Source: an optimization exercise on an open RTL-to-GDS flow (aim: small area, a short achievable clock period and few clock cycles per item). Production flows keep margins and buffers that such runs may drop. Power figures rest on the tool's default switching activity, not on a simulated workload.

==> flow/design.v <==
package tea_pkg;
    typedef logic [31:0] word_t;
    localparam word_t tea_delta = 32'h9e3779b9;
    function automatic logic [1023:0] sum_table();
        logic [1023:0] t;
        word_t s;
        s = '0;
        for (int j = 0; j < 32; j++) begin
            s = s + tea_delta;
            t[j*32 +: 32] = s;
        end
        sum_table = t;
    endfunction
    localparam logic [1023:0] sum_tab = sum_table();
    localparam int add_arch = 0;
    function automatic logic [32:0] add32(input word_t a, input word_t b, input logic cin);
        word_t pp, gg, p0, c;
        int    j;
        p0 = a ^ b;
        pp = p0;
        gg = a & b;
        gg[0] = gg[0] | (pp[0] & cin);
        if (add_arch == 0) begin
            for (int l = 1; l <= 5; l++) begin
                for (int i = 0; i < 32; i++) begin
                    if ((i % (1 << l)) == (1 << l) - 1) begin
                        gg[i] = gg[i] | (pp[i] & gg[i - (1 << (l - 1))]);
                        pp[i] = pp[i] & pp[i - (1 << (l - 1))];
                    end
                end
            end
            for (int l = 5; l > 0; l--) begin
                for (int i = 0; i < 32; i++) begin
                    if (i >= (1 << l) && (i % (1 << l)) == (1 << (l - 1)) - 1) begin
                        gg[i] = gg[i] | (pp[i] & gg[i - (1 << (l - 1))]);
                        pp[i] = pp[i] & pp[i - (1 << (l - 1))];
                    end
                end
            end
        end else if (add_arch == 1) begin
            for (int l = 0; l < 5; l++) begin
                for (int i = 31; i >= 0; i--) begin
                    if ((i >> l) & 1) begin
                        j = ((i >> l) << l) - 1;
                        gg[i] = gg[i] | (pp[i] & gg[j]);
                        pp[i] = pp[i] & pp[j];
                    end
                end
            end
        end else begin
            for (int l = 0; l < 5; l++) begin
                for (int i = 31; i >= 0; i--) begin
                    if (i >= (1 << l)) begin
                        gg[i] = gg[i] | (pp[i] & gg[i - (1 << l)]);
                        pp[i] = pp[i] & pp[i - (1 << l)];
                    end
                end
            end
        end
        c = {gg[30:0], cin};
        add32 = {gg[31], p0 ^ c};
    endfunction
endpackage
`timescale 1ns/1ps
module crypt_machine #(
    parameter int data_in_w = 32,
    parameter int rounds    = 32
) (
    input  logic                  clk,
    input  logic                  resetn,
    input  logic [data_in_w-1:0]  data_in,
    input  logic                  go,
    input  logic                  decrypt,
    output logic                  done,
    output tea_pkg::word_t        display
);
    typedef enum logic [2:0] {
        st_load,       
        st_load_rel,   
        st_wait_op,    
        st_run,        
        st_wait_dec,   
        st_wait_clr,   
        st_clr_rel     
    } state_t;
    state_t          state;
    logic [2:0]      widx;
    logic            dec;        
    logic [6:0]      t;          
    logic            m;          
    logic            ksel;       
    logic [4:0]      sidx;       
    tea_pkg::word_t  p, q, k0, k1, k2, k3;
    tea_pkg::word_t  f;          
    logic start_enc, start_dec, start;
    assign start_enc = (state == st_wait_op) && go;
    assign start_dec = ((state == st_wait_op) && !go && decrypt) ||
                       ((state == st_wait_dec) && decrypt);
    assign start     = start_enc || start_dec;
    logic running, last;
    assign running = (state == st_run) && !done;
    assign last    = running && t[6];
    tea_pkg::word_t g, nw;
    logic           cin, ovf, c5;
    assign g   = m ? (f ^ {32{dec}}) : '0;
    assign cin = m && dec;
    assign {ovf, nw} = tea_pkg::add32(p, g, cin);
    logic [5:0] lo5;
    assign lo5 = {1'b0, p[4:0]} + {1'b0, g[4:0]} + {5'd0, cin};
    assign c5  = lo5[5];
    tea_pkg::word_t ka, kb, s;
    assign ka = ksel ? k2 : k0;
    assign kb = ksel ? k3 : k1;
    assign s  = tea_pkg::sum_tab[sidx*32 +: 32];
    logic [27:0] a_x, a_y, a_z, a_s, a_c;
    assign a_x = p[27:0];
    assign a_y = g[27:0];
    assign a_z = ka[31:4];
    assign a_s = a_x ^ a_y ^ a_z;
    assign a_c = (a_x & a_y) | (a_x & a_z) | (a_y & a_z);
    logic [27:0] a_hi;
    logic [32:0] a_sum;
    assign a_sum = tea_pkg::add32({4'd0, a_s}, {4'd0, a_c[26:0], cin}, 1'b0);
    assign a_hi = a_sum[27:0];
    tea_pkg::word_t b_s, b_c, b_nx;
    assign b_s  = p ^ g ^ s;
    assign b_c  = (p & g) | (p & s) | (g & s);
    logic [32:0] b_sum;
    assign b_sum = tea_pkg::add32(b_s, {b_c[30:0], cin}, 1'b0);
    assign b_nx = b_sum[31:0];
    logic [26:0] c_x, c_y, c_z, c_s, c_c, c_lo;
    logic        c_co, c27;
    assign c_x = p[31:5];
    assign c_y = g[31:5];
    assign c_z = kb[26:0];
    assign c_s = c_x ^ c_y ^ c_z;
    assign c_c = (c_x & c_y) | (c_x & c_z) | (c_y & c_z);
    logic [32:0] c_sum;
    assign c_sum = tea_pkg::add32({5'd0, c_s}, {5'd0, c_c[25:0], c5}, 1'b0);
    assign {c_co, c_lo} = c_sum[27:0];
    assign c27 = ovf ? (c_c[26] && c_co) : (c_c[26] || c_co);
    always_ff @(posedge clk) begin
        f <= {a_hi, ka[3:0]} ^ b_nx ^ {kb[31:27] + {4'd0, c27}, c_lo};
    end
    logic load_q, load_p;
    assign load_q = (state == st_load) && (widx <= 3'd1);
    assign load_p = (state == st_load_rel) && (widx == 3'd0);
    always_ff @(posedge clk) begin
        if (load_q || running || start) begin
            q <= load_q ? data_in : nw;
        end
        if (load_p || running || start) begin
            p <= q;
        end
        if (state == st_load) begin
            case (widx)
                3'd2: k0 <= data_in;
                3'd3: k1 <= data_in;
                3'd4: k2 <= data_in;
                3'd5: k3 <= data_in;
                default: ;
            endcase
        end
    end
    always_ff @(posedge clk) begin
        if (!resetn) begin
            state <= st_load;
            widx  <= '0;
            done  <= 1'b0;
        end else begin
            done <= last;
            case (state)
                st_load:     if (go) state <= st_load_rel;
                st_load_rel: if (!go) begin
                                 if (widx == 3'd5) begin
                                     state <= st_wait_op;
                                 end else begin
                                     state <= st_load;
                                 end
                                 widx <= widx + 3'd1;
                             end
                st_wait_op:  if (go || decrypt) state <= st_run;
                st_run:      if (done) state <= dec ? st_wait_clr : st_wait_dec;
                st_wait_dec: if (decrypt) state <= st_run;
                             else if (go) state <= st_clr_rel;
                st_wait_clr: if (go) state <= st_clr_rel;
                st_clr_rel:  if (!go) begin
                                 state <= st_load;
                                 widx  <= '0;
                             end
                default:     state <= st_load;
            endcase
        end
    end
    always_ff @(posedge clk) begin
        if (start) begin
            t    <= '0;
            dec  <= start_dec;
            m    <= start_dec;
            ksel <= 1'b0;
            sidx <= start_dec ? 5'd31 : 5'd0;
        end else if (running) begin
            t    <= t + 7'd1;
            m    <= !dec || (t[5:0] != 6'd63);
            ksel <= !ksel;
            if (ksel ^ dec) begin
                sidx <= dec ? sidx - 5'd1 : sidx + 5'd1;
            end
        end else begin
            m    <= 1'b0;
            ksel <= 1'b1;
            sidx <= 5'd31;
        end
    end
    always_ff @(posedge clk) begin
        if (!resetn || (state == st_clr_rel)) begin
            display <= '0;
        end else if (last) begin
            display <= {nw[15:0], q[15:0]};
        end
    end
endmodule
==> flow/config.mk <==
export PLATFORM = sky130hd
export DESIGN_NAME = crypt_machine
export DESIGN_NICKNAME = crypt_machine
export VERILOG_FILES = /design/flow/design.v
export SDC_FILE = /design/flow/constraint.sdc
export NUM_CORES = 4
export LEC_CHECK = 0
export CAP_MARGIN = 20
export CORE_MARGIN = 2
export CORE_UTILIZATION = 40
export SETUP_SLACK_MARGIN = 5
export SLEW_MARGIN = 20
==> flow/constraint.sdc <==
create_clock -name core_clock -period 12.0 [get_ports {clk}]
set_input_delay 2.4000 -clock core_clock [delete_from_list [all_inputs] [get_ports {clk}]]
set_output_delay 2.4000 -clock core_clock [all_outputs]
set_load 0.01 [all_outputs]
run.sh (not shown) runs the stock make flow with config.mk's settings and CLKGATE_MAP_FILE= SYNTH_SCRIPT=/design/flow/synth_recipe.tcl, a recipe that flattens the netlist after the stock synthesis.
Change:
--- a/flow/design.v
+++ b/flow/design.v
@@ -12,7 +12,7 @@
         sum_table = t;
     endfunction
     localparam logic [1023:0] sum_tab = sum_table();
-    localparam int add_arch = 0;
+    localparam int add_arch = 1;
     function automatic logic [32:0] add32(input word_t a, input word_t b, input logic cin);
         word_t pp, gg, p0, c;
         int    j;
Cell count grows by a few percent.
Wire length is higher slightly.
Setup slack is better by 0.28 ns.
Count of clock-buffer cells in the layout climbs by 6.
Utilization hardly moves.
Sequential power goes up by a few percent.
Total power came out higher by roughly a tenth.
Via count rises slightly.
Sequential share of layout area is higher by 0.13 points.
Function was not checked in any run of this note: the RTL went through the layout flow alone.

==> re-timing with driven ports <==
Ports are ideal in the flow. The routed layouts listed here were re-timed in OpenROAD.
Step 1 (the two cells are an assumption about what drives the block):
set clk [get_ports {clk}]
set_driving_cell -lib_cell sky130_fd_sc_hd__clkbuf_16 $clk
set_driving_cell -lib_cell sky130_fd_sc_hd__buf_2 [delete_from_list [all_inputs] $clk]
Step 2 adds t to the input delays and takes it off the output delays; t is the mean of the earliest and latest rising clock arrival at the registers after step 1. Input paths then give back, and output paths get back, about the clock's delay inside the block.
Three values: ideal ports, drivers, drivers and shift; two values: the first two.
| run | t (ns) | setup slack, ns | worst data-port slew with drivers (ns) |
|---|---|---|---|
| the first run | 0.620 | 5.661 / 5.661 / 5.661 | 0.05 |
| the second run | 0.641 | 5.943 / 5.943 / 5.943 | 0.07 |
After both steps setup and hold are still met in every run listed.
